From an optimization exercise on the open Yosys and OpenROAD flow, aimed at small area, a short achievable clock period and few clock cycles per item; shortcuts taken in it are not production practice.
In this exercise RTL edits were held to simulation tests only and were not proved equivalent to the original.
No activity file was given, so power comes from the tool's default toggle rates.

File: design.v
package zs_pkg;
    parameter int DATA_W    = 32;
    parameter int WEIGHT_W  = 4;
    parameter int NUM_MAPS  = 8;    
    parameter int CHANNEL_W = 4;
    parameter int PIXEL_W   = 3;
    parameter int LANES     = 2;
    parameter int PASSES    = NUM_MAPS / LANES;
    parameter logic [DATA_W-1:0] STOP_WORD = '1;
endpackage
`timescale 1ns/1ns
import zs_pkg::*;
module zs_pointwise_accum (
    input  logic [DATA_W-1:0]   base,
    input  logic [DATA_W-1:0]   value,
    input  logic [WEIGHT_W-1:0] weight,
    output logic [DATA_W-1:0]   sum,
    output logic                positive
);
    logic [DATA_W-1:0] w_ext;
    logic [DATA_W-1:0] prod;
    assign w_ext    = {{(DATA_W-WEIGHT_W){weight[WEIGHT_W-1]}}, weight};
    assign prod     = value * w_ext;   
    assign sum      = base + prod;
    assign positive = !sum[DATA_W-1] && (sum != '0);
endmodule
`timescale 1ns/1ns
module zs_relu_writer (
    input  logic [15:0] pend,
    output logic [3:0]  idx
);
    always_comb begin
        idx = '0;
        for (int i = 15; i >= 0; i--) begin
            if (pend[i]) idx = 4'(i);
        end
    end
endmodule
`timescale 1ns/1ns
import zs_pkg::*;
module zs_conv_top #(
    parameter int NUM_PIXELS = 8,
    parameter int IN_ADDR_W  = 12
) (
    input  logic                         clk,
    input  logic                         reset,
    input  logic                         ps_loading,
    output logic [IN_ADDR_W-1:0]         in_addr,
    input  logic [zs_pkg::DATA_W-1:0]    in_rd_value,
    input  logic [zs_pkg::DATA_W-1:0]    in_rd_position,
    output logic [zs_pkg::CHANNEL_W-1:0] weight_addr,
    input  logic [zs_pkg::DATA_W-1:0]    weight_rddata,
    output logic                         out_wr_en,
    output logic [zs_pkg::DATA_W-1:0]    out_wr_addr,
    output logic [zs_pkg::DATA_W-1:0]    out_wr_value,
    output logic [zs_pkg::DATA_W-1:0]    out_wr_position,
    output logic                         pl_need_weights,
    output logic                         pl_need_data
);
    localparam int PASS_W = $clog2(PASSES);
    localparam int LANE_W = $clog2(LANES);
    localparam int CELLS  = LANES * NUM_PIXELS;
    localparam int OADDR_W = $clog2(NUM_MAPS * NUM_PIXELS + 1);
    logic                  need;       
    logic                  loading;    
    logic                  first;      
    logic                  issuing;    
    logic [PASS_W-1:0]     ipass;      
    logic [PASS_W-1:0]     wpass;      
    logic [IN_ADDR_W-1:0]  lenm1;      
    logic                  empty;      
    logic                  rd_pend;    
    logic                  rd_last;    
    logic                  s1_v, s2_v, s3_v;    
    logic                  s1_e, s2_e, s3_e;    
    logic [DATA_W-1:0]     v1, v2, v3;
    logic [PIXEL_W-1:0]    p1, p2, p3;
    logic [LANES*WEIGHT_W-1:0] w3;
    logic [LANES-1:0][NUM_PIXELS-1:0][DATA_W-1:0] acc;
    logic [NUM_PIXELS-1:0]             touched;   
    logic [CELLS-1:0]                  pend;      
    logic                              wr_phase;
    logic                  stop_now;
    logic                  start0, startn, more, last_iss;
    logic [4:0]            pcnt;
    logic [3:0]            widx;
    logic [PIXEL_W-1:0]    rsel;
    logic [LANES-1:0][DATA_W-1:0] rd, base, sum;
    logic [LANES-1:0]      positive;
    assign pl_need_weights = need;
    assign pl_need_data    = need;
    assign stop_now = rd_pend && first && (in_rd_position == STOP_WORD);
    assign start0   = loading && !ps_loading;
    assign more     = (wpass != PASS_W'(PASSES - 1)) && !empty;
    always_comb begin
        pcnt = '0;
        for (int i = 0; i < CELLS; i++) pcnt = pcnt + 5'(pend[i]);
    end
    assign startn   = wr_phase && (ipass == wpass) && more && (pcnt <= 5'd4);
    assign last_iss = (in_addr == lenm1);
    always_ff @(posedge clk) begin
        if (reset) begin
            need    <= 1'b1;
            loading <= 1'b0;
            first   <= 1'b0;
            issuing <= 1'b0;
            ipass   <= '0;
            in_addr <= '0;
            rd_pend <= 1'b0;
            rd_last <= 1'b0;
            lenm1   <= '0;
            empty   <= 1'b0;
        end else begin
            rd_pend <= 1'b0;
            rd_last <= 1'b0;
            if (need && ps_loading) begin
                need    <= 1'b0;
                loading <= 1'b1;
                ipass   <= '0;
            end
            if (start0) begin
                loading <= 1'b0;
                first   <= 1'b1;
                in_addr <= IN_ADDR_W'(1);
                rd_pend <= 1'b1;
            end
            if (first) begin
                if (stop_now) begin
                    first   <= 1'b0;
                    in_addr <= '0;
                    lenm1   <= in_addr - IN_ADDR_W'(2);
                    empty   <= (in_addr == IN_ADDR_W'(1));
                end else begin
                    in_addr <= in_addr + 1'b1;
                    rd_pend <= 1'b1;
                end
            end
            if (startn || issuing) begin
                rd_pend <= 1'b1;
                rd_last <= last_iss;
                issuing <= !last_iss;
                in_addr <= last_iss ? '0 : in_addr + 1'b1;
            end
            if (startn) begin
                ipass <= ipass + 1'b1;
            end
            if (wr_phase && pend == '0 && !more) begin
                need <= 1'b1;   
            end
        end
    end
    always_ff @(posedge clk) begin
        v1          <= in_rd_value;
        p1          <= in_rd_position[PIXEL_W-1:0];
        weight_addr <= in_rd_position[8 +: CHANNEL_W];
        v2          <= v1;
        p2          <= p1;
        v3          <= v2;
        p3          <= p2;
        w3          <= weight_rddata[ipass*LANES*WEIGHT_W +: LANES*WEIGHT_W];
        if (reset) begin
            s1_v <= 1'b0;
            s2_v <= 1'b0;
            s3_v <= 1'b0;
            s1_e <= 1'b0;
            s2_e <= 1'b0;
            s3_e <= 1'b0;
        end else begin
            s1_v <= rd_pend && !stop_now;
            s1_e <= stop_now || (rd_pend && rd_last);
            s2_v <= s1_v;
            s2_e <= s1_e;
            s3_v <= s2_v;
            s3_e <= s2_e;
        end
    end
    zs_relu_writer u_pick (
        .pend (pend),
        .idx  (widx)
    );
    assign rsel = s3_v ? p3 : widx[PIXEL_W-1:0];
    for (genvar l = 0; l < LANES; l++) begin : g_lane
        assign rd[l]   = acc[l][rsel];
        assign base[l] = touched[p3] ? rd[l] : '0;
        zs_pointwise_accum u_mac (
            .base     (base[l]),
            .value    (v3),
            .weight   (w3[l*WEIGHT_W +: WEIGHT_W]),
            .sum      (sum[l]),
            .positive (positive[l])
        );
    end
    always_ff @(posedge clk) begin
        if (s3_v) begin
            for (int l = 0; l < LANES; l++) begin
                for (int p = 0; p < NUM_PIXELS; p++) begin
                    if (p3 == PIXEL_W'(p)) acc[l][p] <= sum[l];
                end
            end
        end
    end
    logic                 o_stop;
    logic [PASS_W-1:0]    o_pass;
    logic [LANE_W-1:0]    o_lane;
    logic [PIXEL_W-1:0]   o_pix;
    logic [OADDR_W-1:0]   o_addr;
    always_ff @(posedge clk) begin
        if (reset) begin
            touched  <= '0;
            pend     <= '0;
            wr_phase <= 1'b0;
            wpass    <= '0;
            out_wr_en <= 1'b0;
            o_addr   <= '0;
        end else begin
            out_wr_en <= 1'b0;
            if (need) o_addr <= '0;
            else      o_addr <= o_addr + OADDR_W'(out_wr_en);
            if (s3_v) begin
                touched[p3] <= 1'b1;
                for (int l = 0; l < LANES; l++) pend[l*NUM_PIXELS + p3] <= positive[l];
            end
            if (s3_e) begin
                touched  <= '0;
                wr_phase <= 1'b1;
                wpass    <= ipass;
            end
            if (wr_phase) begin
                if (pend != '0) begin
                    out_wr_en  <= 1'b1;
                    pend[widx] <= 1'b0;
                end else begin
                    wr_phase <= 1'b0;
                    if (!more) out_wr_en <= 1'b1;
                end
            end
        end
    end
    always_ff @(posedge clk) begin
        o_stop       <= !(wr_phase && pend != '0);
        o_pass       <= wpass;
        o_lane       <= widx[PIXEL_W +: LANE_W];
        o_pix        <= widx[PIXEL_W-1:0];
        out_wr_value <= (wr_phase && pend != '0) ? rd[widx[PIXEL_W +: LANE_W]] : STOP_WORD;
    end
    assign out_wr_addr     = DATA_W'(o_addr);
    assign out_wr_position = o_stop ? STOP_WORD
                           : (DATA_W'({o_pass, o_lane}) << 8) | DATA_W'(o_pix);
endmodule
File: run.sh
#!/bin/bash
# synth_recipe.tcl (not shown) runs the flow's synth.tcl, then flattens the netlist and writes it again
# the make line also repeats each setting of config.mk as NAME=value (left out here)
make -C /OpenROAD-flow-scripts/flow DESIGN_CONFIG=/design/flow/config.mk WORK_HOME=/design/flow/orfs CLKGATE_MAP_FILE= SYNTH_SCRIPT=/design/flow/synth_recipe.tcl finish
File: config.mk
export PLATFORM = sky130hd
export DESIGN_NAME = zs_conv_top
export DESIGN_NICKNAME = zs_conv_top
export VERILOG_FILES = /design/flow/design.v
export SDC_FILE = /design/flow/constraint.sdc
export NUM_CORES = 4
export LEC_CHECK = 0
export CAP_MARGIN = 20
export CORE_MARGIN = 2
export CORE_UTILIZATION = 40
export SLEW_MARGIN = 20
File: constraint.sdc
create_clock -name core_clock -period 10.0 [get_ports {clk}]
set_input_delay 2.0000 -clock core_clock [delete_from_list [all_inputs] [get_ports {clk}]]
set_output_delay 2.0000 -clock core_clock [all_outputs]
set_load 0.01 [all_outputs]
==> run notes <==
## state kept, by name (all words and copies together) (netlist names), 4 cells and up
register      cells
w3                8
in_addr          12
weight_addr       4
acc             512
pend             16
o_addr            7
v2               32
out_wr_value     32
v3               32
lenm1            12
touched           8
v1               32
## cell type report
class	count	area, um2
Fill cell	9047	52000
Sequential cell	742	20000
Multi-Input combinational cell	2374	17300
Timing Repair Buffer	254	2470
Clock buffer	100	2190
Tap cell	1276	1600
Inverter	270	1010
Clock inverter	46	415
## power groups by stage
stage | registers (mW) | clock network (mW) | logic [mW]
after floorplan | 3.76 | 0 | 1.28
after global placement | 3.79 | 0 | 1.89
after detailed placement | 3.79 | 0 | 1.91
after CTS | 3.72 | 2.98 | 1.92
after global routing | 3.72 | 3.11 | 2.13
final | 3.72 | 2.92 | 1.92
## path summary, 6_finish.rpt
kind / endpoint / slack, ps
worst min-delay path: v2[7]$_DFF_P_ / 300
worst max-delay path: pend[15]$_SDFF_PP0_ / 850
worst min register to register: v2[7]$_DFF_P_ / 300
worst max register to register: pend[15]$_SDFF_PP0_ / 850
## metal layers
layer	part of all wire, %	track usage, %
met1	44	29.2
met2	46	34.0
met3	7.0	3.69
met4	3.0	7.16
met5	0	0
## cells in the mapped netlist (6+ instances only)
cell / number / area share [%]
nand2_1: 617 / 5.9
edfxtp_1: 512 / 39
inv_1: 267 / 2.6
dfxtp_1: 230 / 12
fa_1: 184 / 9.4
nor2_1: 179 / 1.7
nand3_1: 159 / 2.0
clkbuf_1: 152 / 1.5
ha_1: 151 / 4.8
and2_1: 98 / 1.6
a211oi_1: 92 / 1.8
a31oi_1: 82 / 1.3
a21oi_1: 81 / 1.0
nor2b_1: 79 / 1.3
nand2b_1: 76 / 1.2
a311oi_1: 71 / 1.6
xnor2_1: 55 / 1.2
buf_4: 52 / 1.0
nor3_1: 48 / 0.61
xor2_1: 44 / 0.98
o21ai_0: 42 / 0.54
mux2_2: 33 / 0.95
a21o_1: 24 / 0.46
nand4_1: 19 / 0.30
mux2i_1: 18 / 0.46
buf_2: 17 / 0.22
nor4_1: 16 / 0.26
and3_1: 14 / 0.22
buf_1: 12 / 0.11
o21a_1: 12 / 0.23
o31ai_1: 12 / 0.23
mux4_2: 10 / 0.57
or3_1: 10 / 0.16
or2_2: 9 / 0.14
nor3b_1: 7 / 0.13
o21ai_1: 7 / 0.089
a211o_1: 6 / 0.13
a22oi_1: 6 / 0.11
or4_1: 6 / 0.11
## cell families (layout without fill, tap and decap cells)
kind of cell | count (synthesis) | count (layout)
and+or+nand+nor | 1356 | 1356
DFF | 742 | 742
buffers and inverters | 505 | 670
AOI/OAI and AO/OA | 497 | 497
adders and majority gates | 335 | 335
xor gates and xnor gates | 100 | 100
muxes | 61 | 61
other | 1 | 25
## metrics by stage
step           worst slack (ps)  instances  power, mW  hold slack (ps)  util (%)
5_1_grt                     294       5062       8.96              320      46.4
3_5_place_dp                985       4916       5.69              312      43.7
2_1_floorplan              2660       3621       5.04              310         -
6_report                    851       5062       8.57              303      46.4
3_3_place_gp               1130       4916       5.68              311      43.7
4_1_cts                     955       5062       8.62              314      46.3
==> flow_summary_export.csv <==
group,metric,value,unit
place,port-buffer-count,188,
clock_tree,clockBufferDepth,3,
pwr,p_seq_share,43.4,%
sta,maxSlewHeadroom,19.0,%
clock_tree,cts_hold_buf,0,
sta,final.min_clock_period,9150,ps
worst_setup_path,path_buf_inv,5,
drt,drtAntennaViolNets,0,
drt,vias_per_cell,5.36,
pwr,switching_power,2.61,mW
logic_synthesis,synth_compound_area_share,9.05,%
grt,grt_pass1_vias,26751,
floorplanning,die_h,317,um
logic_synthesis,synthXorXnorAreaFrac,2.27,%
sta,rsz0062_at_grt,"false",
sta,setup-tns-final,0,ps
sta,worstMarginPinSlew,1210,ps
worst_setup_path,crit_type,"reg -> reg",
drt,drtPass1Iterations,7,
worst_setup_path,max_stage_delay,860,ps
clock_tree,clkTransAtPathRegs,60,ps
pwr,pwr-share-clk,34.1,%
floorplanning,fp.dieW,317,um
worst_setup_path,crit_arrival,9680,ps
place,dp_hpwl,71700,um
logic_synthesis,synthCells,3597,
sta,fin_crit_sh,91.5,%
floorplanning,start_util,40.4,%
sta,fmax,109,MHz
worst_setup_path,crit_family,"simple AND/OR/NAND/NOR gates",
logic_synthesis,muxShareOfSynthArea,1.98,%
floorplanning,die_area,0.101,mm2
logic_synthesis,synth_cell_types,88,
drt,drcViolationCount,0,
worst_setup_path,rr_startpoint,"p3[0]$_DFF_P_",
flow_run,cap_violations,0,
pwr,powerDensity,191,mW/mm2
place,gp_congestion,0.902,
logic_synthesis,yosys_warnings,2,
grt,antenna_found_initial,1,
min_path,hold_path_depth,0,
worst_setup_path,crit_path_max_fanout,39,
worst_setup_path,crit_top_cell,"inv_1",
place,postPlaceCellArea,0.0423,mm2
sta,hold_violations,0,
run_status,outcome,"finished clean",
sta,skew,36.0,ps
pwr,intPower,5.96,mW
logic_synthesis,synth_edf_count,512,
floorplanning,rows,114,
clock_tree,cts_made_buffers,80,
worst_setup_path,cp.required,10530,ps
clock_tree,cts.sink_count,742,
worst_setup_path,path_depth,27,
final_layout,final_cell_mix,"nand2_1, edfxtp_1, inv_1",
logic_synthesis,yosysSeqAreaShare,50.9,%
worst_setup_path,end_kind,"register",
final_layout,nets,4156,
grt,overflow,0,
floorplanning,core,0.0970,mm2
clock_tree,cts_root_buffer,"clkbuf_16",
final_layout,antenna_cells,0,
clock_tree,cts_tree,"yes",
worst_setup_path,r2r.worst_path.cells,27,
worst_setup_path,critPathLaunchType,"register",
pwr,sw_frac_of_total,30.4,%
final_layout,post-route-cell-area,0.0450,mm2
logic_synthesis,synth-simple-area-share,16.1,%
min_path,hp-start,"v1[7]$_DFF_P_",
logic_synthesis,synth_adder_area_share,14.2,%
min_path,hold_class,"reg -> reg",
drt,routed_wl,106000,um
floorplanning,ioPinCount,214,
final_layout,drive_above_1_share,7.34,%
pwr,leakage,17.1,nW
worst_setup_path,cp-startpoint,"p3[0]$_DFF_P_",
final_layout,final_common_cell,"nand2_1",
final_layout,syn2layout_area_growth,14.6,%
drt,vias,27136,
clock_tree,postCtsResizedCells,0,
logic_synthesis,syn_area_per_cell,10.9,um2
logic_synthesis,ys_ff_latch,742,
sta,finalSetupViolations,0,
logic_synthesis,synth_top_family_by_area,"simple AND/OR/NAND/NOR gates",
drt,drt-initial-drc-count,2203,
drt,wire_per_inst,20.9,um
grt,grt_usage,21.2,%
pwr,ir_worst_vdd,115,uV
logic_synthesis,syn_area,0.0392,mm2
pwr,power_frac_comb,22.5,%
worst_setup_path,critical-path-slowest-cell,"or4_1",
clock_tree,htreeDepth,3,
grt,grt_pass1_wl,162000,um
grt,grt_max_degree,93,
logic_synthesis,ys_async_sr_fraction,0,%
clock_tree,postCtsSetupBuffers,0,
sta,slew_violations,0,
logic_synthesis,synth-main-ff-cell,"edfxtp_1",
clock_tree,insertion_delay,660,ps
Testbench counts, summed over its fixed seeds: cycles 48,852, layers 256.

## separate check: timing with driven ports
How much do the figures lean on ideal ports? The routed layout below was timed once more, with nothing changed but the port constraints.
Step 1 (the two cells are an assumption about what drives the block):
set clk [get_ports {clk}]
set_driving_cell -lib_cell sky130_fd_sc_hd__clkbuf_16 $clk
set_driving_cell -lib_cell sky130_fd_sc_hd__buf_2 [delete_from_list [all_inputs] $clk]
Step 2, shift: input delay + t, output delay - t, t = (earliest + latest rising clock arrival at the registers) / 2. This alone moves slack from input paths to output paths.
a / b / c = no drivers / after step 1 / after step 2; a / b = the first two.
t, ns: 0.716
setup slack, ns: 0.851 / 0.851 / 0.851
worst setup path after step 2: register to register
After both steps setup and hold are still met in this run. For this run, drivers alone change the setup slack by 0.000 ns; drivers and shift together by 0.000 ns.
